Background: an optimization exercise with open tools, aiming at small area and a short achievable clock period. Do not read the settings as production practice.
Where RTL was checked, it was by simulation tests only, not by an equivalence proof against the original.
The RTL of runs 3 to 7 was laid out without a check of its function.
Power figures rest on the tool's default switching activity, not on a simulated workload.

==> flow/design.v <==
module rc4_cipher_buffer #(
   parameter  int DATA_W = 8,
   parameter  int DEPTH  = 256,
   localparam int ADDR_W = $clog2(DEPTH)
) (
   input  logic              clk,
   input  logic              rst,
   input  logic              flush,
   input  logic              wr_valid,
   input  logic [DATA_W-1:0] wr_data,
   input  logic              rd_start,
   input  logic              rd_ready,
   output logic              rd_valid,
   output logic [DATA_W-1:0] rd_data,
   output logic              rd_last,
   output logic [ADDR_W:0]   frame_len,
   output logic              busy,
   output logic              overflow,
   output logic              wr_drop,
   output logic [1:0]        o_dbg_state
);
   localparam int OFF_W = 2;
   localparam int COL_W = (ADDR_W - OFF_W) / 2;
   localparam int ROW_W = ADDR_W - OFF_W - COL_W;
   localparam int NOFF  = 1 << OFF_W;
   localparam int NCOL  = 1 << COL_W;
   localparam int NROW  = 1 << ROW_W;
   localparam logic [1:0] S_IDLE    = 2'd0;
   localparam logic [1:0] S_CAPTURE = 2'd1;
   localparam logic [1:0] S_HOLD    = 2'd2;
   localparam logic [1:0] S_REPLAY  = 2'd3;
   localparam logic [ADDR_W:0] DEPTH_L = (ADDR_W+1)'(DEPTH);
   logic [DEPTH*DATA_W-1:0] r_ring;
   logic [1:0]        r_state;
   logic [ADDR_W:0]   r_count;
   logic [ADDR_W:0]   r_frame_len;
   logic              r_overflow;
   logic              r_wr_drop;
   logic [ADDR_W-1:0] r_phase;
   logic [NOFF-1:0]   r_q_off;
   logic [NCOL-1:0]   r_q_col;
   logic [NROW-1:0]   r_q_row;
   logic [DATA_W-1:0] r_tap_dly [NOFF];   
   logic              r_prime;      
   logic [ADDR_W-1:0] r_rem;        
   logic              r_rd_valid;
   logic              r_rd_last;
   logic [DATA_W-1:0] r_rd_data;
   logic              w_cap_start;
   logic              w_wr_en;
   logic              w_rep_start;
   logic              w_fetch;
   logic              w_fetch_last;
   logic              w_xfer_last;
   logic [ADDR_W-1:0] w_phase_nxt;
   logic [DATA_W-1:0] w_tap_word;
   logic [DATA_W-1:0] w_rd_word;
   assign w_cap_start  = ((r_state == S_IDLE) || (r_state == S_HOLD)) & wr_valid;
   assign w_wr_en      = w_cap_start | ((r_state == S_CAPTURE) & wr_valid & (r_count < DEPTH_L));
   assign w_rep_start  = (r_state == S_HOLD) & ~wr_valid & rd_start;
   assign w_xfer_last  = r_rd_valid & rd_ready & r_rd_last;
   assign w_fetch      = rst & ~flush & (r_state == S_REPLAY) & ~r_prime &
                         (~r_rd_valid | (rd_ready & ~r_rd_last));
   assign w_fetch_last = w_fetch & (r_rem == '0);
   always_ff @(posedge clk) begin
      r_ring <= {r_ring[(DEPTH-1)*DATA_W-1:0],
                 w_wr_en ? wr_data : r_ring[DEPTH*DATA_W-1 -: DATA_W]};
   end
   assign w_phase_nxt = w_cap_start ? '0 : r_phase + 1'b1;
   always_ff @(posedge clk) begin
      r_phase <= w_phase_nxt;
   end
   always_ff @(posedge clk) begin
      if (w_cap_start || w_fetch_last) begin
         for (int i = 0; i < NOFF; i++) r_q_off[i] <= (w_phase_nxt[OFF_W-1:0] == i);
         for (int i = 0; i < NCOL; i++) r_q_col[i] <= (w_phase_nxt[OFF_W+COL_W-1:OFF_W] == i);
         for (int i = 0; i < NROW; i++) r_q_row[i] <= (w_phase_nxt[ADDR_W-1:OFF_W+COL_W] == i);
      end else if (!w_fetch) begin
         r_q_off <= {r_q_off[NOFF-2:0], r_q_off[NOFF-1]};
         if (r_q_off[NOFF-1]) begin
            r_q_col <= {r_q_col[NCOL-2:0], r_q_col[NCOL-1]};
            if (r_q_col[NCOL-1]) r_q_row <= {r_q_row[NROW-2:0], r_q_row[NROW-1]};
         end
      end
   end
   always_comb begin
      w_tap_word = '0;
      for (int r = 0; r < NROW; r++) begin
         logic [DATA_W-1:0] row_word;
         row_word = '0;
         for (int c = 0; c < NCOL; c++)
            row_word = row_word |
                       (r_ring[((r*NCOL+c)*NOFF)*DATA_W +: DATA_W] & {DATA_W{r_q_col[c]}});
         w_tap_word = w_tap_word | (row_word & {DATA_W{r_q_row[r]}});
      end
   end
   always_ff @(posedge clk) begin
      r_tap_dly[1] <= w_tap_word;
      for (int i = 2; i < NOFF; i++) r_tap_dly[i] <= r_tap_dly[i-1];
   end
   always_comb begin
      w_rd_word = w_tap_word & {DATA_W{r_q_off[0]}};
      for (int i = 1; i < NOFF; i++)
         w_rd_word = w_rd_word | (r_tap_dly[i] & {DATA_W{r_q_off[i]}});
   end
   always_ff @(posedge clk) begin
      if (w_fetch) r_rd_data <= w_rd_word;
   end
   always_ff @(posedge clk) begin
      if (w_rep_start)  r_rem <= ADDR_W'(r_frame_len - 1'b1);
      else if (w_fetch) r_rem <= r_rem - 1'b1;
   end
   always_ff @(posedge clk) begin
      if (!rst || flush) begin
         r_state     <= S_IDLE;
         r_count     <= '0;
         r_frame_len <= '0;
         r_overflow  <= 1'b0;
         r_wr_drop   <= 1'b0;
         r_prime     <= 1'b0;
         r_rd_valid  <= 1'b0;
         r_rd_last   <= 1'b0;
      end else begin
         r_prime <= w_rep_start;
         if (w_cap_start) begin
            r_state     <= S_CAPTURE;
            r_count     <= (ADDR_W+1)'(1);
            r_frame_len <= '0;
            r_overflow  <= 1'b0;
            r_wr_drop   <= 1'b0;
         end else if (w_rep_start) begin
            r_state <= S_REPLAY;
         end
         if (r_state == S_CAPTURE) begin
            if (wr_valid) begin
               if (r_count < DEPTH_L) r_count <= r_count + 1'b1;
               else                   r_overflow <= 1'b1;
            end else begin
               r_frame_len <= r_count;
               r_state     <= S_HOLD;
            end
         end
         if (r_state == S_REPLAY) begin
            if (wr_valid) r_wr_drop <= 1'b1;
            if (w_xfer_last) begin
               r_state    <= S_HOLD;
               r_rd_valid <= 1'b0;
               r_rd_last  <= 1'b0;
            end else if (w_fetch) begin
               r_rd_valid <= 1'b1;
               r_rd_last  <= (r_rem == '0);
            end
         end
      end
   end
   assign rd_valid    = r_rd_valid;
   assign rd_data     = r_rd_data;
   assign rd_last     = r_rd_last;
   assign frame_len   = r_frame_len;
   assign overflow    = r_overflow;
   assign wr_drop     = r_wr_drop;
   assign busy        = r_state[0];
   assign o_dbg_state = r_state;
endmodule
==> flow/run.sh <==
#!/bin/bash
# synth_recipe.tcl (not shown) runs the flow's synth.tcl, then flattens the netlist and writes it again
# the make line also repeats each setting of config.mk as NAME=value (left out here)
make -C /OpenROAD-flow-scripts/flow DESIGN_CONFIG=/design/flow/config.mk WORK_HOME=/design/flow/orfs CLKGATE_MAP_FILE= SYNTH_SCRIPT=/design/flow/synth_recipe.tcl finish
==> flow/config.mk <==
export PLATFORM = sky130hd
export DESIGN_NAME = rc4_cipher_buffer
export DESIGN_NICKNAME = rc4_cipher_buffer
export VERILOG_FILES = /design/flow/design.v
export SDC_FILE = /design/flow/constraint.sdc
export NUM_CORES = 4
export LEC_CHECK = 0
export CAP_MARGIN = 20
export CORE_MARGIN = 2
export CORE_UTILIZATION = 60
export SETUP_SLACK_MARGIN = 2.0
export SLEW_MARGIN = 20
==> flow/constraint.sdc <==
create_clock -name core_clock -period 4.2 [get_ports {clk}]
set_input_delay 0.8400 -clock core_clock [delete_from_list [all_inputs] [get_ports {clk}]]
set_output_delay 0.8400 -clock core_clock [all_outputs]
set_load 0.01 [all_outputs]
==> metrics.yaml, run 1 <==
outcome: "no timing/DRC/antenna violations"
ys_async_sr_fraction_pct: 0
whs_ps: 306
fin_tns_setup_ps: 0
grt_antenna_before_repair: 2
tightest_slew_ps: 1120
syn_nets: 2848
drv_cap: 0
p_clk_share_pct: 43.5
yosysWarningCount: 2
ys_types: 51
grtUsageTotal_pct: 21.7
grt_first_pass_wirelength_mm: 133
grt_max_degree: 41
grt-ovfl-total: 0
initial_core_util_pct: 60.6
rsz0062_at_grt: "true"
synth_edf_count: 36
root_buffer: "clkbuf_16"
core_area_um2: 78900
relSlewSlack_pct: 25.3
firstDrtPassIters: 5
layout-drive-gt1-share_pct: 17.2
timing.final.crit_period_ps: 2410
cts_tree: "yes"
fin_crit_sh_pct: 57.4
place.gp.congestion: 0.800
cts_buffer_depth: 3
combPwrFrac_pct: 2.4
fill_cells: 4933
yosys.area.top_type: "dfxtp_1"
io_buffers: 37
die_x_um: 286
internal_power_w: 0.0307
ys_seq_area_share_pct: 90.5
seqPwrFrac_pct: 54.1
hold_viol_final: 0
yosys_most_used_dff: "dfxtp_1"
p_sw_w: 0.00774
ant_nets: 0
irDropWorstVdd_mv: 0.558
endpoint_kind: "flop"
switching_share_pct: 20.1
rows: 103
power.leakage_nw: 22.7
postSynthAreaPerCell_um2: 16.9
num_vias: 21300
via_per_inst: 4.96
min_path_type: "reg2reg"
hpwl_mm: 43.1
arrival_ps: 2890
routedWlPerCell_um: 20.8
wirelength_mm: 89.2
numCtsBuffers: 184
fp.dieArea_um2: 81900
clk_pin_slew_ps: 60
critPathKind: "reg2reg"
grt_pass1_vias: 22200
cts_sinks: 2141
yosysTopAreaCellShare_pct: 88.2
cp-start-kind: "flop"
ys_seq_elements: 2141
crit_fanout: 20
power_density_nw_per_um2: 668
max_clock_freq_mhz: 415
drc: 0
slew_violations: 0
io_pins: 38
skew_ps: 38.4
ys_top_cells_by_area: "dfxtp_1 88%, a22oi_1 4.7%, edfxtp_1 2.3%"
finalSetupViolCount: 0
syn_to_final_growth_pct: 20.6
clkLatencyLatePin_ps: 750
synth_area_um2: 47800
synthCells: 2831
die_y_um: 286
cp_data_required_time_ps: 4680
final_nets: 3118
htreeDepth: 4
drt-initial-drc-count: 1272
## cells by family (layout without fill, tap and decap cells)
kind of cell,count (synthesis),count (layout),synth area share [%]
fa+ha+maj,3,3,0.0786
compound gates,370,371,5.81
xor+xnor,14,14,0.257
flops,2141,2141,90.5
simple gates,194,194,2.23
mux,17,17,0.380
buf+inv,92,505,0.767
other cells,0,2,0
## final cells by class
class / count / area (um2) / area share, %
sequential: 2141 / 43300 / 75.1
timing repair buffer: 166 / 2090 / 3.62
inverter: 9 / 42.5 / 0.0738
clock inverter: 48 / 723 / 1.26
tap: 1050 / 1310 / 2.28
clock buffer: 282 / 5410 / 9.38
antenna: 2 / 5.00 / 0.00869
multi-input combinational: 599 / 4770 / 8.28
## timing repair
item                                    CTS  global route
gates cloned                             15             5
hold buffers                              0             0
pin swaps                                62            51
setup buffers                            66            15
gates resized for setup                 233            79
endpoints found under the setup margin   99            60
## per-stage QoR
| stage | util (%) | power [W] | instances | setup WS, ps | area [um2] |
|---|---|---|---|---|---|
| after floorplan | - | 0.0215 | 2831 | 1710 | 47900 |
| after global placement | 62.7 | 0.0218 | 3864 | 917 | 49500 |
| after detailed placement | 62.7 | 0.0218 | 3864 | 763 | 49500 |
| after CTS | 72.3 | 0.0387 | 4275 | 1910 | 57100 |
| after global routing | 73.0 | 0.0397 | 4297 | 1750 | 57600 |
| final | 73.0 | 0.0385 | 4297 | 1790 | 57600 |
## per-layer routing
| layer | track usage (%) | vias to the layer above | wire (um) |
|---|---|---|---|
| met5 | 0 | - | 0 |
| met4 | 7.98 | 0 | 2090 |
| met3 | 3.57 | 141 | 3520 |
| met2 | 33.7 | 460 | 41100 |
| met1 | 31.0 | 10500 | 42500 |
| li1 | - | 10200 | - |
## worst max-delay path, cell delays in order, from the launching register on
cell and delay, ps:
edfxtp_1 530, clkbuf_16 270, a22oi_1 260, nand4_1 170, a22oi_1 210, nand4_1 140, buf_4 180, a221o_1 310
## power by group through the flow
stage | Combinational [W] | Sequential [W] | Clock (W)
6_report | 0.000917 | 0.0208 | 0.0167
5_1_grt | 0.000947 | 0.0208 | 0.0179
4_1_cts | 0.000846 | 0.0208 | 0.0170
3_5_place_dp | 0.000541 | 0.0213 | 0
3_3_place_gp | 0.000534 | 0.0213 | 0
2_1_floorplan | 0.000282 | 0.0212 | 0
## synth_stat cells (2+ instances only)
master       n
a22o_1      19
nor3_1       7
a221o_1      8
nor4_1       3
nand4_1     76
buf_2        4
clkbuf_1    44
nor2b_1      2
and2_1       2
inv_1        9
xnor2_1      4
buf_1       31
nand3_1     10
a22oi_1    298
nand2_1     31
a21oi_1     16
dfxtp_1   2105
xor2_1      10
o41ai_1      2
or3_1        4
o21ai_0      9
mux2i_1      8
ha_1         3
edfxtp_1    36
o31ai_1      7
buf_4        2
nand2b_1     5
nor2_1      38
nand3b_1     7
mux2_2       9
a211oi_1     2
## path summary, 6_finish.rpt
check | cells after the start | slack [ps] | from | end
worst max-delay path | 7 | 1790 | r_q_col[7] | r_rd_data[4]
worst min-delay path | 0 | 310 | r_ring[469] | r_ring[477]
worst max register to register | 7 | 1790 | r_q_col[7] | r_rd_data[4]
worst min register to register | 0 | 310 | r_ring[469] | r_ring[477]
## flip-flops by register name, indices dropped and copies added (netlist names)
| name | cells |
|---|---|
| r_wr_drop | 1 |
| r_rd_last | 1 |
| r_ring | 2048 |
| r_q_col | 8 |
| r_frame_len | 9 |
| r_prime | 1 |
| r_q_row | 8 |
| r_q_off | 4 |
| r_rem | 8 |
| r_count | 9 |
| r_overflow | 1 |
| r_rd_valid | 1 |
| r_phase | 8 |
| r_state | 2 |
| r_tap_dly | 24 |
| r_rd_data | 8 |
## cell usage in the layout, fill, tap and decap left out, types with 19 or more instances in the layout
| cell | instances |
|---|---|
| edfxtp_1 | 36 |
| a22o_1 | 19 |
| clkbuf_8 | 39 |
| dfxtp_1 | 2091 |
| a22oi_2 | 81 |
| nand2_1 | 29 |
| buf_4 | 56 |
| a22oi_1 | 217 |
| clkinv_2 | 22 |
| clkbuf_16 | 190 |
| clkbuf_1 | 57 |
| nor2_1 | 37 |
| nand4_1 | 76 |
| buf_6 | 27 |
==> run 2, diff against run 1 <==
--- a/flow/config.mk
+++ b/flow/config.mk
@@ -7,6 +7,5 @@
 export LEC_CHECK = 0
 export CAP_MARGIN = 20
 export CORE_MARGIN = 2
-export CORE_UTILIZATION = 60
-export SETUP_SLACK_MARGIN = 2.0
+export CORE_UTILIZATION = 40
 export SLEW_MARGIN = 20
==> metrics.yaml, run 2 <==
core_area_um2: 118000  # +50%
layout-drive-gt1-share_pct: 10.6  # -6.7 points
die_y_um: 350  # +22%
final_common_cell: "dfxtp_1"
rsz0062_at_grt: "false"
mostFrequentLayoutCells: "2,105 x dfxtp_1, 298 x a22oi_1, 189 x clkbuf_16"
syn_nets: 2848  # unchanged
cts_tree: "yes"
clk_pin_slew_ps: 60  # about the same
hpwl_mm: 43.6  # +1.1%
combPwrFrac_pct: 1.4  # -1.0 points
cp_slowest_stage_delay_ps: 650  # +120 ps
syn_to_final_growth_pct: 17.3
endpoint_kind: "primary output"
ant_nets: 0  # unchanged
max_clock_freq_mhz: 346  # -17%
io_pins: 38  # unchanged
initial_core_util_pct: 40.4  # -20 points
root_buffer: "clkbuf_16"
postSynthAreaPerCell_um2: 16.9  # unchanged
grt-ovfl-total: 0  # unchanged
irDropWorstVdd_mv: 0.451  # -19%
fin_crit_sh_pct: 68.8  # +11 points
yosys.area.top_type: "dfxtp_1"
ctsResizeCount: 0  # -100%
cp-start-kind: "flop"
synthCells: 2831  # unchanged
biggestRegsByFlops: "r_ring (2048), r_tap_dly (24)"
p_sw_w: 0.00761  # -1.7%
synth_common_cells: "2,105 x dfxtp_1, 298 x a22oi_1, 76 x nand4_1"
hold_path_end: "r_ring[1122]"
arrival_ps: 2050  # -840 ps
timing.final.crit_period_ps: 2890  # +480 ps
r2r_cells: 6  # -1
num_vias: 20500  # -3.8%
diodes: 0  # -2
wirelength_mm: 80.4  # -9.9%
top_register: "r_ring"
holdPathStages: 0  # unchanged
yosysTopAreaCellShare_pct: 88.2  # unchanged
ys_types: 51  # unchanged
cts_sinks: 2141  # unchanged
cp.depth: 1  # -6
outcome: "no timing/DRC/antenna violations"
fp.dieArea_um2: 122000  # +49%
instances_no_fill: 4680  # +8.9%
critPathKind: "reg2out"
relSlewSlack_pct: 35.3  # +10 points
io_buffers: 37  # unchanged
dpl.cell_count: 4355  # +13%
finalSetupViolCount: 0  # unchanged
rows: 126  # +22%
yosys_most_used_dff: "dfxtp_1"
largest_reg_flops: 2048  # unchanged
drc: 0  # unchanged
synth_edf_count: 36  # unchanged
min_path_type: "reg2reg"
r2r-start: "r_q_col[6]"
postCtsHoldBufs: 0  # unchanged
cts_setup_buffers: 0  # -100%
reg2reg_to: "r_rd_data[7]"
ys_seq_elements: 2141  # unchanged
synth_area_um2: 47800  # unchanged
hold_viol_final: 0  # unchanged
p_clk_share_pct: 43.4  # about the same
drv_cap: 0  # unchanged
place.gp.congestion: 0.740  # -7.5%
grtUsageTotal_pct: 13.2  # -8.5 points
routedWlPerCell_um: 17.2  # -17%
switching_share_pct: 20.2  # +0.044 points
fin_tns_setup_ps: 0  # unchanged
tightest_slew_ps: 970  # -150 ps
grt_max_degree: 57  # +39%
path_buf_inv: 1  # -1
grt_first_pass_wirelength_mm: 123  # -7.9%
internal_power_w: 0.0301  # -2.0%
via_per_inst: 4.38  # -12%
grt_pass1_vias: 20700  # -6.7%
slew_violations: 0  # unchanged
drt-initial-drc-count: 1268  # -0.31%
die_x_um: 350  # +22%
firstDrtPassIters: 7  # +2
htreeDepth: 4  # unchanged
ys_seq_area_share_pct: 90.5  # unchanged
crit_fanout: 15  # -25%
synthMostInstantiatedCell: "dfxtp_1"
yosysWarningCount: 2  # unchanged
numCtsBuffers: 183  # -0.54%
power_density_nw_per_um2: 673  # +0.79%
grt_antenna_before_repair: 0  # -2
power.leakage_nw: 21.8  # -4.0%
worstHoldStart: "r_ring[1114]"
cts_buffer_depth: 3  # unchanged
ys_top_cells_by_area: "dfxtp_1 88%, a22oi_1 4.7%, edfxtp_1 2.3%"
crit_slowest_cell: "dfxtp_1"
cp_data_required_time_ps: 3360  # -1320 ps
final_nets: 3021  # -3.1%
worstPathCellList: "clkdlybuf4s50_1"
reg2reg_slack_ps: 1470  # -320 ps
seqPwrFrac_pct: 55.2  # +1.1 points
clkLatencyLatePin_ps: 750  # about the same
ys_async_sr_fraction_pct: 0  # unchanged
skew_ps: 18.3  # -20.1 ps
crit_family: "flip-flops"
run 2: cell count changes in the layout (fill, tap and decap cells not counted), moves of 17 or more:
cell / before / now
a22oi_1: 217 / 298
a22oi_2: 81 / 0
buf_2: 17 / 0
buf_4: 56 / 30
buf_6: 27 / 0
clkdlybuf4s50_1: 11 / 37
run 2: cell families after synthesis:
family | count (synthesis) | share of synthesized area, %
muxes | 17 | 0.380
AOI/OAI and AO/OA | 370 | 5.81
adders and majority gates | 3 | 0.0786
xor gates and xnor gates | 14 | 0.257
buffers and inverters | 92 | 0.767
and+or+nand+nor | 194 | 2.23
DFF | 2141 | 90.5
run 2: through the flow:
step                hold WS [ps]  power (W)  worst slack [ps]  utilization [%]  area, um2
CTS                          311     0.0381              1250             47.4      56100
floorplan                    310     0.0215              1540                -      47800
global placement             310     0.0218               848             42.3      50000
finish                       314     0.0377              1310             47.4      56100
global route                 318     0.0390              1200             47.4      56100
detailed placement           312     0.0218               715             42.3      50000
run 2: layout make-up:
| class | count | area, um2 |
|---|---|---|
| fill | 9958 | 62200 |
| sequential | 2141 | 43200 |
| clock buffer | 272 | 5440 |
| multi-input combinational | 598 | 4190 |
| tap | 1536 | 1920 |
| timing repair buffer | 71 | 676 |
| clock inverter | 53 | 566 |
| inverter | 9 | 33.8 |
run 2: power by group through the flow:
stage | sequential (W) | combinational (W) | clock [W]
6_report | 0.0208 | 0.000538 | 0.0164
5_1_grt | 0.0209 | 0.000566 | 0.0175
4_1_cts | 0.0208 | 0.000545 | 0.0167
3_5_place_dp | 0.0213 | 0.000544 | 0
3_3_place_gp | 0.0213 | 0.000541 | 0
2_1_floorplan | 0.0212 | 0.000277 | 0
run 2: routing by layer:
metal / vias to the layer above / share of wire [%] / GRT usage [%]
met5: - / 0 / 0
met1: 10100 / 51 / 19.1
met2: 347 / 42 / 19.2
li1: 9950 / - / -
met4: 0 / 2.7 / 5.35
met3: 155 / 4.3 / 2.88
run 2: worst max path at each step:
stage | start | slack, ps | end
6_report | r_state[0] | 1310 | busy
5_1_grt | r_state[1] | 1200 | o_dbg_state[1]
4_1_cts | r_state[1] | 1250 | o_dbg_state[1]
3_5_place_dp | wr_valid | 710 | r_rem[7]
3_3_place_gp | wr_valid | 850 | r_rem[7]
2_1_floorplan | flush | 1540 | r_q_row[0]
==> run 3, diff against run 2 <==
--- a/flow/design.v
+++ b/flow/design.v
@@ -43,6 +43,7 @@
    logic [DATA_W-1:0] r_tap_dly [NOFF];   
    logic              r_prime;      
    logic [ADDR_W-1:0] r_rem;        
+   logic              r_rem_zero;   
    logic              r_rd_valid;
    logic              r_rd_last;
    logic [DATA_W-1:0] r_rd_data;
@@ -59,9 +60,9 @@
    assign w_wr_en      = w_cap_start | ((r_state == S_CAPTURE) & wr_valid & (r_count < DEPTH_L));
    assign w_rep_start  = (r_state == S_HOLD) & ~wr_valid & rd_start;
    assign w_xfer_last  = r_rd_valid & rd_ready & r_rd_last;
-   assign w_fetch      = rst & ~flush & (r_state == S_REPLAY) & ~r_prime &
+   assign w_fetch      = (r_state == S_REPLAY) & ~r_prime &
                          (~r_rd_valid | (rd_ready & ~r_rd_last));
-   assign w_fetch_last = w_fetch & (r_rem == '0);
+   assign w_fetch_last = w_fetch & r_rem_zero;
    always_ff @(posedge clk) begin
       r_ring <= {r_ring[(DEPTH-1)*DATA_W-1:0],
                  w_wr_en ? wr_data : r_ring[DEPTH*DATA_W-1 -: DATA_W]};
@@ -70,18 +71,29 @@
    always_ff @(posedge clk) begin
       r_phase <= w_phase_nxt;
    end
+   logic              w_q_load;
+   logic              w_q_hold;
+   logic              w_q_adv;
+   logic              w_col_adv;
+   logic              w_row_adv;
+   assign w_q_load  = w_cap_start | w_fetch_last;
+   assign w_q_hold  = ~w_q_load & w_fetch;
+   assign w_q_adv   = ~w_q_load & ~w_fetch;
+   assign w_col_adv = w_q_adv & r_q_off[NOFF-1];
+   assign w_row_adv = w_col_adv & r_q_col[NCOL-1];
    always_ff @(posedge clk) begin
-      if (w_cap_start || w_fetch_last) begin
-         for (int i = 0; i < NOFF; i++) r_q_off[i] <= (w_phase_nxt[OFF_W-1:0] == i);
-         for (int i = 0; i < NCOL; i++) r_q_col[i] <= (w_phase_nxt[OFF_W+COL_W-1:OFF_W] == i);
-         for (int i = 0; i < NROW; i++) r_q_row[i] <= (w_phase_nxt[ADDR_W-1:OFF_W+COL_W] == i);
-      end else if (!w_fetch) begin
-         r_q_off <= {r_q_off[NOFF-2:0], r_q_off[NOFF-1]};
-         if (r_q_off[NOFF-1]) begin
-            r_q_col <= {r_q_col[NCOL-2:0], r_q_col[NCOL-1]};
-            if (r_q_col[NCOL-1]) r_q_row <= {r_q_row[NROW-2:0], r_q_row[NROW-1]};
-         end
-      end
+      for (int i = 0; i < NOFF; i++)
+         r_q_off[i] <= (w_q_load & (w_phase_nxt[OFF_W-1:0] == i)) |
+                       (~w_q_adv & ~w_q_load & r_q_off[i]) |
+                       (w_q_adv & r_q_off[(i+NOFF-1)%NOFF]);
+      for (int i = 0; i < NCOL; i++)
+         r_q_col[i] <= (w_q_load & (w_phase_nxt[OFF_W+COL_W-1:OFF_W] == i)) |
+                       (~w_col_adv & ~w_q_load & r_q_col[i]) |
+                       (w_col_adv & r_q_col[(i+NCOL-1)%NCOL]);
+      for (int i = 0; i < NROW; i++)
+         r_q_row[i] <= (w_q_load & (w_phase_nxt[ADDR_W-1:OFF_W+COL_W] == i)) |
+                       (~w_row_adv & ~w_q_load & r_q_row[i]) |
+                       (w_row_adv & r_q_row[(i+NROW-1)%NROW]);
    end
    always_comb begin
       w_tap_word = '0;
@@ -104,11 +116,16 @@
          w_rd_word = w_rd_word | (r_tap_dly[i] & {DATA_W{r_q_off[i]}});
    end
    always_ff @(posedge clk) begin
-      if (w_fetch) r_rd_data <= w_rd_word;
+      r_rd_data <= (w_rd_word & {DATA_W{w_fetch}}) | (r_rd_data & {DATA_W{~w_fetch}});
    end
    always_ff @(posedge clk) begin
-      if (w_rep_start)  r_rem <= ADDR_W'(r_frame_len - 1'b1);
-      else if (w_fetch) r_rem <= r_rem - 1'b1;
+      if (w_rep_start) begin
+         r_rem      <= ADDR_W'(r_frame_len - 1'b1);
+         r_rem_zero <= (r_frame_len == (ADDR_W+1)'(1));
+      end else if (w_fetch) begin
+         r_rem      <= r_rem - 1'b1;
+         r_rem_zero <= (r_rem == ADDR_W'(1));
+      end
    end
    always_ff @(posedge clk) begin
       if (!rst || flush) begin
@@ -148,7 +165,7 @@
                r_rd_last  <= 1'b0;
             end else if (w_fetch) begin
                r_rd_valid <= 1'b1;
-               r_rd_last  <= (r_rem == '0);
+               r_rd_last  <= r_rem_zero;
             end
          end
       end
--- a/flow/config.mk
+++ b/flow/config.mk
@@ -7,5 +7,6 @@
 export LEC_CHECK = 0
 export CAP_MARGIN = 20
 export CORE_MARGIN = 2
-export CORE_UTILIZATION = 40
+export CORE_UTILIZATION = 60
+export SETUP_SLACK_MARGIN = 2.0
 export SLEW_MARGIN = 20
==> metrics.yaml, run 3 <==
slew_violations: 0  # unchanged
fin_tns_setup_ps: 0  # unchanged
ys_seq_area_share_pct: 90.2  # -0.25 points
via_per_inst: 4.95  # +13%
synthMostInstantiatedCell: "dfxtp_1"
skew_ps: 38.8  # +20.4 ps
ys_types: 48  # -5.9%
yosysTopAreaCellShare_pct: 89.2  # +0.95 points
power_density_nw_per_um2: 672  # -0.16%
num_vias: 21200  # +3.6%
irDropWorstVdd_mv: 0.428  # -5.1%
clk_pin_slew_ps: 70  # about the same
die_y_um: 286  # -18%
p_sw_w: 0.00773  # +1.6%
layout-drive-gt1-share_pct: 15.8  # +5.3 points
synthCells: 2853  # +0.78%
relSlewSlack_pct: 49.4  # +14 points
power.leakage_nw: 22.4  # +2.9%
final_common_cell: "dfxtp_1"
endpoint_kind: "primary output"
final_nets: 3113  # +3.0%
ant_nets: 0  # unchanged
grt_first_pass_wirelength_mm: 135  # +9.8%
htreeDepth: 4  # unchanged
io_buffers: 37  # unchanged
tightest_slew_ps: 758  # -212 ps
combPwrFrac_pct: 1.2  # -0.2 points
rows: 103  # -18%
instances_no_fill: 4294  # -8.2%
finalSetupViolCount: 0  # unchanged
crit_slowest_cell: "edfxtp_1"
synth_common_cells: "2,125 x dfxtp_1, 301 x a22oi_1, 74 x nand4_1"
hold_viol_final: 0  # unchanged
timing.final.crit_period_ps: 2240  # -648 ps
seqPwrFrac_pct: 54.2  # -1.0 points
cp_slowest_stage_delay_ps: 460  # -190 ps
grt_max_degree: 29  # -49%
ys_async_sr_fraction_pct: 0  # unchanged
drv_cap: 0  # unchanged
path_buf_inv: 1  # unchanged
dpl.cell_count: 3890  # -11%
utilization_pct: 72.2  # +25 points
critPathKind: "reg2out"
cp-start-kind: "flop"
initial_core_util_pct: 60.5  # +20 points
yosysWarningCount: 2  # unchanged
diodes: 0  # unchanged
min_path_type: "reg2reg"
arrival_ps: 1400  # -650 ps
ys_top_cells_by_area: "dfxtp_1 89%, a22oi_1 4.7%, edfxtp_1 1.1%"
fin_crit_sh_pct: 53.4  # -15 points
place.gp.congestion: 0.786  # +6.2%
root_buffer: "clkbuf_16"
clkLatencyLatePin_ps: 770  # +20 ps
finalPower_w: 0.0383  # +1.4%
fill_cells: 5040  # -49%
crit_family: "flip-flops"
firstDrtPassIters: 5  # -2
yosys.area.top_type: "dfxtp_1"
postSynthAreaPerCell_um2: 16.7  # -0.89%
syn_nets: 2873  # +0.88%
synth_area_um2: 47700  # -0.12%
crit_fanout: 1  # -14
syn_to_final_growth_pct: 19.3
fp.dieArea_um2: 81800  # -33%
die_x_um: 286  # -18%
postCtsHoldBufs: 0  # unchanged
worstPathCellList: "buf_2"
io_pins: 38  # unchanged
core_area_um2: 78900  # -33%
hpwl_mm: 44.1  # +1.1%
internal_power_w: 0.0306  # +1.4%
drt-initial-drc-count: 1185  # -6.5%
grt_pass1_vias: 22100  # +6.9%
top_register: "r_ring"
place_ws_ps: 801  # +86.3 ps
wirelength_mm: 90.3  # +12%
largest_reg_flops: 2048  # unchanged
numCtsBuffers: 183  # unchanged
ys_seq_elements: 2142  # +0.047%
max_clock_freq_mhz: 446  # +29%
synth_edf_count: 17  # -53%
cts_tree: "yes"
cp_data_required_time_ps: 3360  # about the same
setup_slack_ps: 1960  # +648 ps
drc: 0  # unchanged
grt-ovfl-total: 0  # unchanged
switching_share_pct: 20.2  # +0.032 points
routedWlPerCell_um: 21.0  # +22%
cts_buffer_depth: 3  # unchanged
biggestRegsByFlops: "r_ring (2048), r_tap_dly (24)"
outcome: "no timing/DRC/antenna violations"
yosys_most_used_dff: "dfxtp_1"
grt_antenna_before_repair: 0  # unchanged
p_clk_share_pct: 44.6  # +1.2 points
rsz0062_at_grt: "true"
cts_sinks: 2142  # +0.047%
mostFrequentLayoutCells: "2,103 x dfxtp_1, 249 x a22oi_1, 187 x clkbuf_16"
grtUsageTotal_pct: 22.1  # +8.9 points
[run 3: final timing paths]
check          startpoint           end  slack, ps  depth (start not counted)
min reg2reg  r_ring[1172]  r_ring[1180]        290                          0
max                  flop    rd_data[3]       1960                          1
max reg2reg    r_q_col[7]          flop       1960                          8
min          r_ring[1172]  r_ring[1180]        290                          0
[run 3: timing repair]
item,in CTS,in global routing
setup endpoints to repair,45,32
pin swaps,21,46
cloned,2,2
buffers inserted,55,9
gates resized for setup,143,65
[run 3: cell type report]
| cell class | instances | area [um2] | share of cell area, % |
|---|---|---|---|
| Clock buffer | 263 | 5300 | 9.31 |
| Clock inverter | 73 | 1020 | 1.80 |
| Inverter | 13 | 48.8 | 0.0857 |
| Multi-Input combinational cell | 618 | 4610 | 8.10 |
| Sequential cell | 2142 | 43100 | 75.7 |
| Tap cell | 1050 | 1310 | 2.31 |
| Timing Repair Buffer | 135 | 1520 | 2.67 |
[run 3: cell families (layout without fill, tap and decap cells)]
| group | count (synthesis) | after routing | synth area share, % |
|---|---|---|---|
| flops | 2142 | 2142 | 90.2 |
| compound gates | 379 | 379 | 5.91 |
| simple gates | 199 | 199 | 2.26 |
| buf+inv | 93 | 484 | 0.755 |
| xor+xnor | 17 | 17 | 0.312 |
| mux | 16 | 16 | 0.359 |
| fa+ha+maj | 7 | 7 | 0.178 |
[run 3: routing by layer]
metal,vias up,global-route usage (%),routed length [um]
met1,10500,31.0,43300
met5,-,0,0
li1,10100,-,-
met3,151,5.56,4070
met2,484,33.1,40100
met4,0,9.35,2840
[run 3: power by group through the flow]
stage	clock network [W]	registers, W	logic, W
global route	0.0182	0.0208	0.000486
floorplan	0	0.0211	0.000180
CTS	0.0173	0.0208	0.000436
finish	0.0171	0.0208	0.000470
detailed placement	0	0.0213	0.000261
global placement	0	0.0213	0.000257
[run 3: through the flow]
stage                     cell area, um2  hold slack (ps)
after floorplan                    47700              310
after global placement             49400              310
after detailed placement           49400              312
after CTS                          56500              287
after global routing               56900              288
final                              56900              288
==> run 4, diff against run 3 <==
--- a/flow/config.mk
+++ b/flow/config.mk
@@ -8,5 +8,6 @@
 export CAP_MARGIN = 20
 export CORE_MARGIN = 2
 export CORE_UTILIZATION = 60
+export CTS_BUF_LIST = sky130_fd_sc_hd__clkbuf_8
 export SETUP_SLACK_MARGIN = 2.0
 export SLEW_MARGIN = 20
==> metrics.yaml, run 4 <==
die_x_um: 286  # unchanged
cts_buffer_depth: 4  # +1
slew_violations: 0  # unchanged
fp.dieArea_um2: 81800  # unchanged
clkLatencyLatePin_ps: 920  # +150 ps
skew_ps: 66.5  # +27.7 ps
firstDrtPassIters: 5  # unchanged
grt_first_pass_wirelength_mm: 138  # +2.2%
root_buffer: "clkbuf_8"
final_nets: 3258  # +4.7%
cts_tree: "yes"
ys_async_sr_fraction_pct: 0  # unchanged
io_buffers: 37  # unchanged
tightest_slew_ps: 800  # +41.5 ps
fin_crit_sh_pct: 56.1  # +2.7 points
grt_pass1_vias: 23200  # +4.8%
syn_to_final_growth_pct: 19.7
ys_seq_area_share_pct: 90.2  # unchanged
path_buf_inv: 1  # unchanged
synth_edf_count: 17  # unchanged
htreeDepth: 5  # +1
io_pins: 38  # unchanged
ys_top_cells_by_area: "dfxtp_1 89%, a22oi_1 4.7%, edfxtp_1 1.1%"
endpoint_kind: "primary output"
synth_common_cells: "2,125 x dfxtp_1, 301 x a22oi_1, 74 x nand4_1"
clk_pin_slew_ps: 60  # about the same
initial_core_util_pct: 60.5  # unchanged
routedWlPerCell_um: 20.3  # -3.5%
ys_seq_elements: 2142  # unchanged
place.gp.congestion: 0.786  # unchanged
die_y_um: 286  # unchanged
crit_fanout: 1  # unchanged
cp_slowest_stage_delay_ps: 450  # about the same
biggestRegsByFlops: "r_ring (2048), r_tap_dly (24)"
postSynthAreaPerCell_um2: 16.7  # unchanged
multi_input_area_um2: 4630  # +0.43%
wirelength_mm: 91.5  # +1.4%
power.leakage_nw: 23.0  # +2.5%
ys_types: 48  # unchanged
grt_antenna_before_repair: 2  # +2
hold_viol_final: 0  # unchanged
worstPathCellList: "buf_2"
irDropWorstVdd_mv: 0.376  # -12%
crit_family: "flip-flops"
min_path_type: "reg2reg"
grt-ovfl-total: 0  # unchanged
hpwl_mm: 44.1  # unchanged
cp_data_required_time_ps: 3360  # about the same
drc: 0  # unchanged
layout-drive-gt1-share_pct: 19.6  # +3.7 points
place_area_um2: 49400  # unchanged
rows: 103  # unchanged
yosysWarningCount: 2  # unchanged
top_register: "r_ring"
final_common_cell: "dfxtp_1"
cp-start-kind: "flop"
ant_nets: 0  # unchanged
crit_slowest_cell: "edfxtp_1"
synthMostInstantiatedCell: "dfxtp_1"
core_area_um2: 78900  # unchanged
regArea_um2: 43100  # about the same
drt-initial-drc-count: 1318  # +11%
fill_cells: 5117  # +1.5%
relSlewSlack_pct: 46.6  # -2.8 points
yosysTopAreaCellShare_pct: 89.2  # unchanged
grtUsageTotal_pct: 22.5  # +0.33 points
finalPower_w: 0.0370  # -3.4%
stdcell_area_um2: 57100  # +0.27%
drv_cap: 0  # unchanged
critPathKind: "reg2out"
numCtsBuffers: 313  # +71%
yosys_most_used_dff: "dfxtp_1"
mostFrequentLayoutCells: "2,102 x dfxtp_1, 400 x clkbuf_8, 244 x a22oi_1"
fin_tns_setup_ps: 0  # unchanged
cts_sinks: 2142  # unchanged
timing.final.crit_period_ps: 2360  # +114 ps
synth_area_um2: 47700  # unchanged
num_vias: 22000  # +3.7%
power_density_nw_per_um2: 648  # -3.7%
yosys.area.top_type: "dfxtp_1"
finalSetupViolCount: 0  # unchanged
arrival_ps: 1520  # +120 ps
rsz0062_at_grt: "true"
grt_max_degree: 29  # unchanged
outcome: "no timing/DRC/antenna violations"
largest_reg_flops: 2048  # unchanged
whs_ps: 278  # -9.21 ps
syn_nets: 2873  # unchanged
max_clock_freq_mhz: 424  # -4.8%
synthCells: 2853  # unchanged
via_per_inst: 4.88  # -1.3%
-- run 4: cell count changes in the layout (fill, tap and decap cells not counted), moves of 18 or more --
cell       change
buf_6         +18
inv_1         +99
clkbuf_8     +362
clkbuf_1      -40
clkbuf_16    -183
-- run 4: final timing paths --
check                               endpoint    startpoint  cells after the start  slack, ps
worst max-delay path              rd_data[7]          flop                      1       1840
worst min-delay path            r_ring[1330]  r_ring[1322]                      0        280
worst max register to register    r_q_col[7]    r_state[0]                      9       1980
worst min register to register  r_ring[1330]  r_ring[1322]                      0        280
-- run 4: what timing repair did --
item                       4_1_cts  5_1_grt
hold buffers                     0        0
resized for setup              157       77
buffers inserted                64       12
pin swaps                       18       52
cloned                           3        4
setup endpoints to repair       45       48
-- run 4: per-stage QoR --
step                instances  setup slack (ps)  util [%]
floorplan                2853              2070         -
global placement         3890               860      62.6
detailed placement       3890               801      62.6
CTS                      4493              1780      71.6
global route             4510              1790      72.4
finish                   4510              1840      72.4
-- run 4: per-layer routing --
layer  global-route usage (%)  part of all wire, %  up-vias
met1                     31.7                   48    10800
met5                        0                    0        -
met4                     9.54                  2.1        0
met2                     34.3                   46      534
li1                         -                    -    10500
met3                     4.29                  4.0      143
-- run 4: cells by family (layout without fill, tap and decap cells) --
| family | Yosys count | count (layout) | share of synthesized area [%] |
|---|---|---|---|
| xor+xnor | 17 | 17 | 0.312 |
| fa+ha+maj | 7 | 7 | 0.178 |
| buf+inv | 93 | 699 | 0.755 |
| flops | 2142 | 2142 | 90.2 |
| mux | 16 | 16 | 0.359 |
| other cells | 0 | 1 | 0 |
| compound gates | 379 | 379 | 5.91 |
| simple gates | 199 | 199 | 2.26 |
-- run 4: area by class of cell --
cell class | count | share of cell area [%]
Sequential cell | 2142 | 75.5
Clock buffer | 400 | 9.64
Multi-Input combinational cell | 618 | 8.12
Timing Repair Buffer | 150 | 3.24
Tap cell | 1050 | 2.30
Clock inverter | 136 | 1.07
Inverter | 13 | 0.0920
Antenna cell | 1 | 0.00438
-- run 4: report_power, final --
group          total [W]  internal, W  switching [W]
sequential        0.0208       0.0206       0.000132
clock             0.0157      0.00853        0.00712
combinational   0.000560     0.000225       0.000335
total             0.0370       0.0294        0.00759
==> run 5, diff against run 4 <==
--- a/flow/config.mk
+++ b/flow/config.mk
@@ -8,6 +8,7 @@
 export CAP_MARGIN = 20
 export CORE_MARGIN = 2
 export CORE_UTILIZATION = 60
-export CTS_BUF_LIST = sky130_fd_sc_hd__clkbuf_8
+export CTS_CLUSTER_DIAMETER = 100
+export CTS_CLUSTER_SIZE = 30
 export SETUP_SLACK_MARGIN = 2.0
 export SLEW_MARGIN = 20
==> metrics.yaml, run 5 <==
outcome: "no timing/DRC/antenna violations"
place.gp.congestion: 0.786  # unchanged
synth_area_um2: 47700  # unchanged
regArea_um2: 43100  # about the same
grt_antenna_before_repair: 0  # -2
postCtsHoldBufs: 0  # unchanged
setup_slack_ps: 1970  # +130 ps
skew_ps: 32.1  # -34.4 ps
utilization_pct: 67.2  # -5.2 points
ys_types: 48  # unchanged
crit_family: "buffers and inverters"
place_ws_ps: 801  # unchanged
arrival_ps: 2640  # +1120 ps
seqPwrFrac_pct: 68.0  # +12 points
initial_core_util_pct: 60.5  # unchanged
rsz0062_at_grt: "true"
clkLatencyLatePin_ps: 660  # -260 ps
yosysTopAreaCellShare_pct: 89.2  # unchanged
path_buf_inv: 4  # +3
num_vias: 20300  # -8.0%
place_area_um2: 49400  # unchanged
synthCells: 2853  # unchanged
drv_cap: 0  # unchanged
fin_tns_setup_ps: 0  # unchanged
timing.final.crit_period_ps: 2230  # -130 ps
ys_seq_area_share_pct: 90.2  # unchanged
startpoint: "r_q_col[6]"
io_pins: 38  # unchanged
yosys.area.top_type: "dfxtp_1"
cts_buffer_depth: 3  # -1
fill_cells: 5534  # +8.1%
fp.dieArea_um2: 81800  # unchanged
relSlewSlack_pct: 51.6  # +5.0 points
clk_pin_slew_ps: 120  # +60 ps
core_area_um2: 78900  # unchanged
internal_power_w: 0.0245  # -17%
ys_seq_elements: 2142  # unchanged
switching_share_pct: 19.7  # -0.84 points
synth_common_cells: "2,125 x dfxtp_1, 301 x a22oi_1, 74 x nand4_1"
r2r-start: "r_q_col[6]"
grtUsageTotal_pct: 21.0  # -1.5 points
hpwl_mm: 44.1  # unchanged
syn_nets: 2873  # unchanged
reg2reg_slack_ps: 1970  # about the same
yosysWarningCount: 2  # unchanged
ant_nets: 0  # unchanged
final_nets: 3004  # -7.8%
slew_violations: 0  # unchanged
crit_slowest_cell: "dfxtp_4"
firstDrtPassIters: 5  # unchanged
synth_edf_count: 17  # unchanged
top_register: "r_ring"
multi_input_area_um2: 4650  # +0.27%
fin_crit_sh_pct: 53.0  # -3.1 points
routedWlPerCell_um: 21.4  # +5.3%
irDropWorstVdd_mv: 0.451  # +20%
numCtsBuffers: 81  # -74%
crit_fanout: 7  # +6
power.leakage_nw: 20.4  # -11%
cts_tree: "yes"
final_common_cell: "dfxtp_1"
wirelength_mm: 86.4  # -5.6%
cp-start-kind: "flop"
max_clock_freq_mhz: 449  # +5.8%
grt_max_degree: 32  # +10%
grt-ovfl-total: 0  # unchanged
io_buffers: 37  # unchanged
htreeDepth: 3  # -2
dpl.cell_count: 3890  # unchanged
hold_viol_final: 0  # unchanged
ys_top_cells_by_area: "dfxtp_1 89%, a22oi_1 4.7%, edfxtp_1 1.1%"
diodes: 0  # -1
finalSetupViolCount: 0  # unchanged
biggestRegsByFlops: "r_ring (2048), r_tap_dly (24)"
rows: 103  # unchanged
cp_data_required_time_ps: 4620  # +1260 ps
largest_reg_flops: 2048  # unchanged
instances_no_fill: 4045  # -10%
cp_slowest_stage_delay_ps: 390  # -60 ps
drt-initial-drc-count: 1324  # +0.46%
die_x_um: 286  # unchanged
layout-drive-gt1-share_pct: 9.65  # -9.9 points
endpoint_kind: "flop"
min_path_type: "reg2reg"
grt_first_pass_wirelength_mm: 128  # -6.9%
postSynthAreaPerCell_um2: 16.7  # unchanged
tightest_slew_ps: 725  # -74.8 ps
critPathKind: "reg2reg"
via_per_inst: 5.01  # +2.6%
drc: 0  # unchanged
root_buffer: "clkbuf_16"
die_y_um: 286  # unchanged
ys_async_sr_fraction_pct: 0  # unchanged
yosys_most_used_dff: "dfxtp_1"
syn_to_final_growth_pct: 11.1
power_density_nw_per_um2: 576  # -11%
synthMostInstantiatedCell: "dfxtp_1"
combPwrFrac_pct: 1.6  # about the same
cts_sinks: 2142  # unchanged
p_clk_share_pct: 30.5  # -12 points
p_sw_w: 0.00601  # -21%
mostFrequentLayoutCells: "2,104 x dfxtp_1, 241 x a22oi_1, 90 x clkbuf_16"
worstHoldStart: "r_ring[619]"
stdcell_area_um2: 53000  # -7.2%
grt_pass1_vias: 20700  # -11%
worstPathCellList: "buf_12 > buf_16 > buf_12 > a22oi_1 > nand4_1 > a22oi_2 > nand4_1 > buf_4 > a221o_1"
==> run 5: changes by cell type in the layout (fill, tap and decap cells not counted), sizes merged <==
cell	before	now
clkbuf	404	96
inv	117	13
buf	131	91
clkinv	27	2
dlygate4sd2	0	12
clkdlybuf4s15	0	7
clkinvlp	5	0
bufbuf	2	1
diode	1	0
==> run 5: final timing paths <==
kind | endpoint | depth (start not counted)
worst max register to register | flop | 9
worst min-delay path | r_ring[627] | 0
worst max-delay path | flop | 9
worst min register to register | r_ring[627] | 0
==> run 5: cell families after synthesis <==
group	synth area share, %
flops	90.2
compound gates	5.91
simple gates	2.26
buf+inv	0.755
xor+xnor	0.312
mux	0.359
fa+ha+maj	0.178
==> run 5: cell type report <==
cell class                 instances  share of cell area, %
timing repair buffer             128                   3.12
multi-input combinational        618                   8.77
clock inverter                     2                 0.0685
tap                             1050                   2.48
inverter                          13                 0.0921
sequential                      2142                   81.4
clock buffer                      92                   4.10
==> run 5: metal layers <==
layer	up-vias	routed length, um	track usage (%)
li1	9783	-	-
met1	9948	42500	30.6
met2	379	38000	32.3
met3	145	3490	3.30
met4	0	2510	7.49
met5	-	0	0
==> run 5: timing repair <==
action	4_1_cts	5_1_grt
pin swaps	28	48
endpoints found under the setup margin	47	21
resized for setup	105	67
hold endpoints to repair	0	0
cloned	1	4
setup buffers	51	5
==> run 5: power groups by stage <==
stage | Sequential, W | Clock, W | Combinational (W)
6_report | 0.0207 | 0.00930 | 0.000474
5_1_grt | 0.0208 | 0.0102 | 0.000489
4_1_cts | 0.0207 | 0.00951 | 0.000445
3_5_place_dp | 0.0213 | 0 | 0.000261
3_3_place_gp | 0.0213 | 0 | 0.000257
2_1_floorplan | 0.0211 | 0 | 0.000180
==> run 5: worst reg2reg max path, stage by stage, from the launching register on <==
cell and delay (ps):
dfxtp_4 390, buf_12 160, buf_16 170, buf_12 160, a22oi_1 170, nand4_1 160
a22oi_2 180, nand4_1 120, buf_4 180, a221o_1 310
==> run 5: stage by stage <==
step / total power [W] / hold WS, ps
after floorplan: 0.0213 / 310
after global placement: 0.0215 / 310
after detailed placement: 0.0215 / 312
after CTS: 0.0307 / 315
after global routing: 0.0315 / 326
final: 0.0305 / 321
==> run 6, diff against run 5 <==
--- a/flow/config.mk
+++ b/flow/config.mk
@@ -8,7 +8,7 @@
 export CAP_MARGIN = 20
 export CORE_MARGIN = 2
 export CORE_UTILIZATION = 60
-export CTS_CLUSTER_DIAMETER = 100
-export CTS_CLUSTER_SIZE = 30
+export CTS_CLUSTER_DIAMETER = 80
+export CTS_CLUSTER_SIZE = 24
 export SETUP_SLACK_MARGIN = 2.0
 export SLEW_MARGIN = 20
==> metrics.yaml, run 6 <==
outcome: "no timing/DRC/antenna violations"
synthCells: 2853  # unchanged
largest_reg_flops: 2048  # unchanged
die_y_um: 286  # unchanged
slew_violations: 0  # unchanged
grtUsageTotal_pct: 21.3  # +0.22 points
r2r_cells: 8  # -1
cp-start-kind: "flop"
num_vias: 20400  # +0.84%
grt_max_degree: 29  # -9.4%
mostFrequentLayoutCells: "2,105 x dfxtp_1, 240 x a22oi_1, 105 x clkbuf_16"
ys_async_sr_fraction_pct: 0  # unchanged
initial_core_util_pct: 60.5  # unchanged
rsz0062_at_grt: "true"
grt_antenna_before_repair: 3  # +3
synth_area_um2: 47700  # unchanged
htreeDepth: 3  # unchanged
via_per_inst: 5.02  # +0.20%
relSlewSlack_pct: 47.1  # -4.5 points
io_buffers: 37  # unchanged
final_nets: 3027  # +0.77%
reg2reg_slack_ps: 1900  # -70 ps
critPathKind: "reg2reg"
cts_buffer_depth: 3  # unchanged
max_clock_freq_mhz: 435  # -3.1%
grtUsageMet2_pct: 32.2  # -0.091 points
top_register: "r_ring"
dpl.cell_count: 3890  # unchanged
firstDrtPassIters: 5  # unchanged
synthMostInstantiatedCell: "dfxtp_1"
biggestRegsByFlops: "r_ring (2048), r_tap_dly (24)"
ys_top_cells_by_area: "dfxtp_1 89%, a22oi_1 4.7%, edfxtp_1 1.1%"
power_density_nw_per_um2: 586  # +1.8%
io_pins: 38  # unchanged
wirelength_mm: 86.9  # +0.53%
grt_pass1_vias: 20900  # +0.76%
finalSetupViolCount: 0  # unchanged
cts_tree: "yes"
drc: 0  # unchanged
fin_tns_setup_ps: 0  # unchanged
syn_to_final_growth_pct: 12.1
cp_data_required_time_ps: 4600  # -20 ps
hpwl_mm: 44.1  # unchanged
place.gp.congestion: 0.786  # unchanged
timing.final.crit_period_ps: 2300  # +70.5 ps
hold_viol_final: 0  # unchanged
synth_common_cells: "2,125 x dfxtp_1, 301 x a22oi_1, 74 x nand4_1"
place_ws_ps: 801  # unchanged
r2r-start: "r_q_col[7]"
power.leakage_nw: 20.6  # +1.1%
min_path_type: "reg2reg"
numCtsBuffers: 99  # +22%
clk_pin_slew_ps: 100  # -20 ps
yosys.area.top_type: "dfxtp_1"
ys_seq_elements: 2142  # unchanged
skew_ps: 22.9  # -9.18 ps
ys_seq_area_share_pct: 90.2  # unchanged
fp.dieArea_um2: 81800  # unchanged
grt_first_pass_wirelength_mm: 130  # +1.0%
drt-initial-drc-count: 1280  # -3.3%
met3_usage_pct: 3.82  # +0.52 points
syn_nets: 2873  # unchanged
rows: 103  # unchanged
grtUsageMet1_pct: 30.6  # +0.062 points
fin_crit_sh_pct: 54.7  # +1.7 points
cts_sinks: 2142  # unchanged
core_area_um2: 78900  # unchanged
arrival_ps: 2700  # +60 ps
instances_no_fill: 4071  # +0.64%
yosys_most_used_dff: "dfxtp_1"
crit_fanout: 6  # -1
endpoint_kind: "flop"
clkLatencyLatePin_ps: 670  # about the same
routedWlPerCell_um: 21.3  # -0.11%
layout-drive-gt1-share_pct: 10.5  # +0.82 points
gr-max-usage-layer: "met2"
postSynthAreaPerCell_um2: 16.7  # unchanged
synth_edf_count: 17  # unchanged
yosysTopAreaCellShare_pct: 89.2  # unchanged
root_buffer: "clkbuf_16"
ys_types: 48  # unchanged
drv_cap: 0  # unchanged
yosysWarningCount: 2  # unchanged
irDropWorstVdd_mv: 0.465  # +3.0%
worstHoldStart: "r_ring[684]"
final_common_cell: "dfxtp_1"
die_x_um: 286  # unchanged
grt-ovfl-total: 0  # unchanged
ant_nets: 0  # unchanged
tightest_slew_ps: 792  # +67.2 ps
hold_path_end: "r_ring[692]"
holdPathStages: 0  # unchanged
setup_slack_ps: 1900  # -70.4 ps
==> run 6: final cells by class <==
| class | instances | area, um2 |
|---|---|---|
| flip-flops and latches | 2142 | 43100 |
| diodes | 2 | 5.00 |
| well taps | 1050 | 1310 |
| fillers | 5433 | 25400 |
| repair buffers | 133 | 1710 |
| clock buffers | 107 | 2570 |
| multi-input cells | 618 | 4650 |
| clock inverters | 6 | 76.3 |
| inverters | 13 | 48.8 |
==> run 6: per-stage QoR <==
stage,cell area (um2),util [%],hold slack [ps],power (W)
after floorplan,47700,-,310,0.0213
after global placement,49400,62.6,310,0.0215
after detailed placement,49400,62.6,312,0.0215
after CTS,53000,67.2,316,0.0315
after global routing,53500,67.8,328,0.0324
final,53500,67.8,320,0.0314
==> run 6: worst max-delay path by stage <==
stage	start	to	slack [ps]	depth (start not counted)
final	r_q_col[7]	flop	1900	8
after global routing	r_q_col[7]	flop	1860	8
after CTS	r_state[0]	busy	1750	1
after detailed placement	wr_valid	r_ring[1]	800	5
after global placement	wr_valid	r_ring[7]	860	5
after floorplan	rd_ready	r_q_col[5]	2070	5
==> run 6: layer usage <==
metal | up-vias | wire, um | part of all wire, %
met2 | 417 | 38400 | 44
met3 | 149 | 3810 | 4.4
met4 | 4 | 3000 | 3.5
met1 | 10000 | 41600 | 48
met5 | - | 27 | 0.031
li1 | 9829 | - | -
==> run 6: power breakdown <==
| group | total [W] | leakage [nW] | switching, W | internal (W) |
|---|---|---|---|---|
| Combinational | 0.000498 | 1.95 | 0.000309 | 0.000190 |
| Clock | 0.0101 | 1.30 | 0.00575 | 0.00438 |
| Sequential | 0.0207 | 17.4 | 0.000135 | 0.0206 |
| Total | 0.0314 | 20.6 | 0.00619 | 0.0252 |
==> run 6: cells by family after synthesis <==
kind of cell	after synthesis	synth area share, %
buffers and inverters	93	0.755
AND/OR/NAND/NOR	199	2.26
flip-flops	2142	90.2
adder cells (fa/ha/maj)	7	0.178
multiplexers	16	0.359
AO/OA/AOI/OAI	379	5.91
XOR/XNOR	17	0.312
==> run 6: critical path, cell delays in order (launching register included) <==
cell,delay [ps]
dfxtp_4,430
buf_12,170
buf_12,120
buf_16,160
a22oi_2,120
nand4_1,160
a22oi_1,200
nand4_1,250
a221o_1,410
==> run 6: timing repair <==
action	4_1_cts	5_1_grt
cloned	3	3
setup buffers	49	11
hold buffers	0	0
pin swaps	27	53
setup endpoints to repair	46	24
gates resized for setup	113	72
==> run 7, diff against run 6 <==
==> flow/flow/run.sh (new file) <==
#!/bin/bash
export CTS_ARGS="-sink_clustering_enable -repair_clock_nets -dont_use_dummy_load"
bash standard.sh > standard.log 2>&1
==> flow/standard.sh (new file) <==
#!/bin/bash
# synth_recipe.tcl (not shown) runs the flow's synth.tcl, then flattens the netlist and writes it again
# the make line also repeats each setting of config.mk as NAME=value (left out here)
make -C /OpenROAD-flow-scripts/flow DESIGN_CONFIG=/design/flow/config.mk WORK_HOME=/design/flow/orfs CLKGATE_MAP_FILE= SYNTH_SCRIPT=/design/flow/synth_recipe.tcl "${@:-finish}"
--- a/flow/config.mk
+++ b/flow/config.mk
@@ -8,7 +8,5 @@
 export CAP_MARGIN = 20
 export CORE_MARGIN = 2
 export CORE_UTILIZATION = 60
-export CTS_CLUSTER_DIAMETER = 80
-export CTS_CLUSTER_SIZE = 24
 export SETUP_SLACK_MARGIN = 2.0
 export SLEW_MARGIN = 20
removed: flow/run.sh
==> metrics.yaml, run 7 <==
die_x_um: 286  # unchanged
largest_reg_flops: 2048  # unchanged
biggestRegsByFlops: "r_ring (2048), r_tap_dly (24)"
reg2reg_slack_ps: 1960  # +60 ps
hold_viol_final: 0  # unchanged
io_pins: 38  # unchanged
skew_ps: 63.1  # +40.2 ps
crit_fanout: 14  # +8
crit_slowest_cell: "a221o_1"
die_y_um: 286  # unchanged
tightest_slew_ps: 777  # -15.3 ps
mostFrequentLayoutCells: "2,104 x dfxtp_1, 232 x a22oi_1, 184 x clkbuf_16"
grt_antenna_before_repair: 0  # -3
grt_first_pass_wirelength_mm: 136  # +5.1%
yosys_most_used_dff: "dfxtp_1"
r2r_cells: 7  # -1
switching_share_pct: 19.2  # -0.55 points
path_buf_inv: 2  # -1
cp-start-kind: "flop"
yosysWarningCount: 2  # unchanged
grtUsageTotal_pct: 22.5  # +1.2 points
max_clock_freq_mhz: 446  # +2.5%
drv_cap: 0  # unchanged
worstPathCellList: "buf_4 > buf_6 > a22oi_2 > nand4_1 > a22oi_1 > nand4_1 > a221o_1"
endpoint_kind: "flop"
grt-ovfl-total: 0  # unchanged
synth_edf_count: 17  # unchanged
holdPathStages: 0  # unchanged
ys_seq_elements: 2142  # unchanged
ys_top_cells_by_area: "dfxtp_1 89%, a22oi_1 4.7%, edfxtp_1 1.1%"
cts_buffer_depth: 3  # unchanged
place_area_um2: 49400  # unchanged
synthCells: 2853  # unchanged
postSynthAreaPerCell_um2: 16.7  # unchanged
stdcell_area_um2: 55500  # +3.8%
firstDrtPassIters: 5  # unchanged
fp.dieArea_um2: 81800  # unchanged
min_path_type: "reg2reg"
timing.final.crit_period_ps: 2240  # -56.8 ps
place.gp.congestion: 0.786  # unchanged
synth_area_um2: 47700  # unchanged
cts_tree: "yes"
regArea_um2: 43100  # about the same
routedWlPerCell_um: 21.8  # +2.0%
ys_seq_area_share_pct: 90.2  # unchanged
initial_core_util_pct: 60.5  # unchanged
top_register: "r_ring"
combPwrFrac_pct: 1.4  # -0.2 points
cp_data_required_time_ps: 4650  # +50 ps
wirelength_mm: 90.2  # +3.8%
ys_async_sr_fraction_pct: 0  # unchanged
rsz0062_at_grt: "true"
arrival_ps: 2690  # about the same
cp.depth: 7  # -1
irDropWorstVdd_mv: 0.469  # +0.90%
syn_nets: 2873  # unchanged
num_vias: 21000  # +2.8%
yosysTopAreaCellShare_pct: 89.2  # unchanged
fin_crit_sh_pct: 53.3  # -1.4 points
final_nets: 3115  # +2.9%
hpwl_mm: 44.1  # unchanged
whs_ps: 266  # -53.9 ps
drc: 0  # unchanged
finalSetupViolCount: 0  # unchanged
internal_power_w: 0.0284  # +13%
ys_types: 48  # unchanged
numCtsBuffers: 183  # +85%
fill_cells: 5172  # -4.8%
rows: 103  # unchanged
io_buffers: 37  # unchanged
multi_input_area_um2: 4690  # +0.86%
clk_pin_slew_ps: 60  # -40 ps
critPathKind: "reg2reg"
power_density_nw_per_um2: 634  # +8.1%
drt-initial-drc-count: 1167  # -8.8%
cp_slowest_stage_delay_ps: 390  # -40 ps
layout-drive-gt1-share_pct: 13.5  # +3.0 points
ant_nets: 0  # unchanged
htreeDepth: 4  # +1
synthMostInstantiatedCell: "dfxtp_1"
fin_tns_setup_ps: 0  # unchanged
seqPwrFrac_pct: 59.0  # -7.1 points
final_common_cell: "dfxtp_1"
syn_to_final_growth_pct: 16.4
postCtsHoldBufs: 0  # unchanged
finalPower_w: 0.0352  # +12%
yosys.area.top_type: "dfxtp_1"
cts_sinks: 2142  # unchanged
clkLatencyLatePin_ps: 760  # +90 ps
synth_common_cells: "2,125 x dfxtp_1, 301 x a22oi_1, 74 x nand4_1"
p_clk_share_pct: 39.6  # +7.3 points
setup_slack_ps: 1960  # +56.8 ps
grt_pass1_vias: 22100  # +5.8%
grt_max_degree: 29  # unchanged
via_per_inst: 5.07  # +0.98%
p_sw_w: 0.00675  # +9.0%
crit_family: "compound AO/OA/AOI/OAI gates"
power.leakage_nw: 21.6  # +4.7%
place_ws_ps: 801  # unchanged
core_area_um2: 78900  # unchanged
root_buffer: "clkbuf_16"
diodes: 0  # -2
cp_common_cell: "nand4_1"
slew_violations: 0  # unchanged
outcome: "no timing/DRC/antenna violations"
relSlewSlack_pct: 48.1  # +1.0 points
run 7: metal layers:
metal | vias to the layer above | routed length, um | GRT usage (%)
met5 | - | 0 | 0
met4 | 0 | 2300 | 8.31
met3 | 164 | 3820 | 4.36
met2 | 471 | 41300 | 34.8
met1 | 10300 | 42800 | 31.7
li1 | 10000 | - | -
run 7: repair_timing:
action,4_1_cts,5_1_grt
cloned,6,1
endpoints found under the setup margin,44,38
pin swaps,36,64
setup buffers,58,5
resized for setup,150,75
run 7: through the flow:
step	utilization [%]	instances
after floorplan	-	2853
after detailed placement	62.6	3890
after CTS	69.9	4137
final	70.4	4143
after global routing	70.4	4143
after global placement	62.6	3890
run 7: worst paths after layout:
path,start,to
max,r_q_col[6],flop
min,r_ring[1717],r_ring[1725]
max reg2reg,r_q_col[6],flop
min reg2reg,r_ring[1717],r_ring[1725]
run 7: area by class of cell:
type	count	share of cell area, %
clock buffers	183	8.25
flip-flops and latches	2142	77.7
multi-input cells	618	8.45
repair buffers	137	3.19
inverters	13	0.0879
well taps	1050	2.37
run 7: kinds of logic (layout without fill, tap and decap cells):
group	Yosys count	count (layout)	synth area share [%]
AND/OR/NAND/NOR	199	199	2.26
adder cells (fa/ha/maj)	7	7	0.178
flip-flops	2142	2142	90.2
buffers and inverters	93	333	0.755
AO/OA/AOI/OAI	379	379	5.91
XOR/XNOR	17	17	0.312
multiplexers	16	16	0.359
run 7: power groups by stage:
stage / Sequential [W] / Clock (W) / Combinational [W]
global route: 0.0208 / 0.0150 / 0.000496
detailed placement: 0.0213 / 0 / 0.000261
finish: 0.0208 / 0.0139 / 0.000482
global placement: 0.0213 / 0 / 0.000257
floorplan: 0.0211 / 0 / 0.000180
CTS: 0.0208 / 0.0142 / 0.000455

-- afterwards: timing with drivers on the ports --
The results above use ideal ports. As a check the final layouts listed here were re-extracted and re-timed, cells and wires unchanged.
Step 1 assumes that a clkbuf_16 drives the clock port and a buf_2 every other input.
Step 2 also shifts input and output timing later by t, the mid clock arrival at the registers, as if the neighbouring blocks saw the same clock.
Slacks: ideal ports / drivers / drivers and shift; pairs: ideal ports / drivers.
run | t (ns) | setup slack, ns | worst setup path at the end | worst register clock-pin slew, ns | worst data-port slew with drivers (ns)
run 1 | 0.801 | 1.790 / 1.790 / 1.387 | input to register | 0.07 / 0.07 | 0.11
run 2 | 0.818 | 1.310 / 1.239 / 0.759 | input to register | 0.07 / 0.07 | 0.07
run 3 | 0.819 | 1.958 / 1.889 / 1.264 | input to register | 0.07 / 0.07 | 0.09
run 4 | 0.949 | 1.844 / 1.772 / 1.218 | input to register | 0.07 / 0.07 | 0.09
run 5 | 0.704 | 1.974 / 1.974 / 1.357 | input to register | 0.12 / 0.12 | 0.09
run 6 | 0.724 | 1.903 / 1.903 / 1.298 | input to register | 0.10 / 0.10 | 0.09
run 7 | 0.781 | 1.960 / 1.960 / 1.253 | input to register | 0.07 / 0.07 | 0.09
After both steps every run listed still meets setup and hold. For run 7, which loses most, drivers alone change the setup slack by 0.000 ns; drivers and shift together by -0.707 ns.
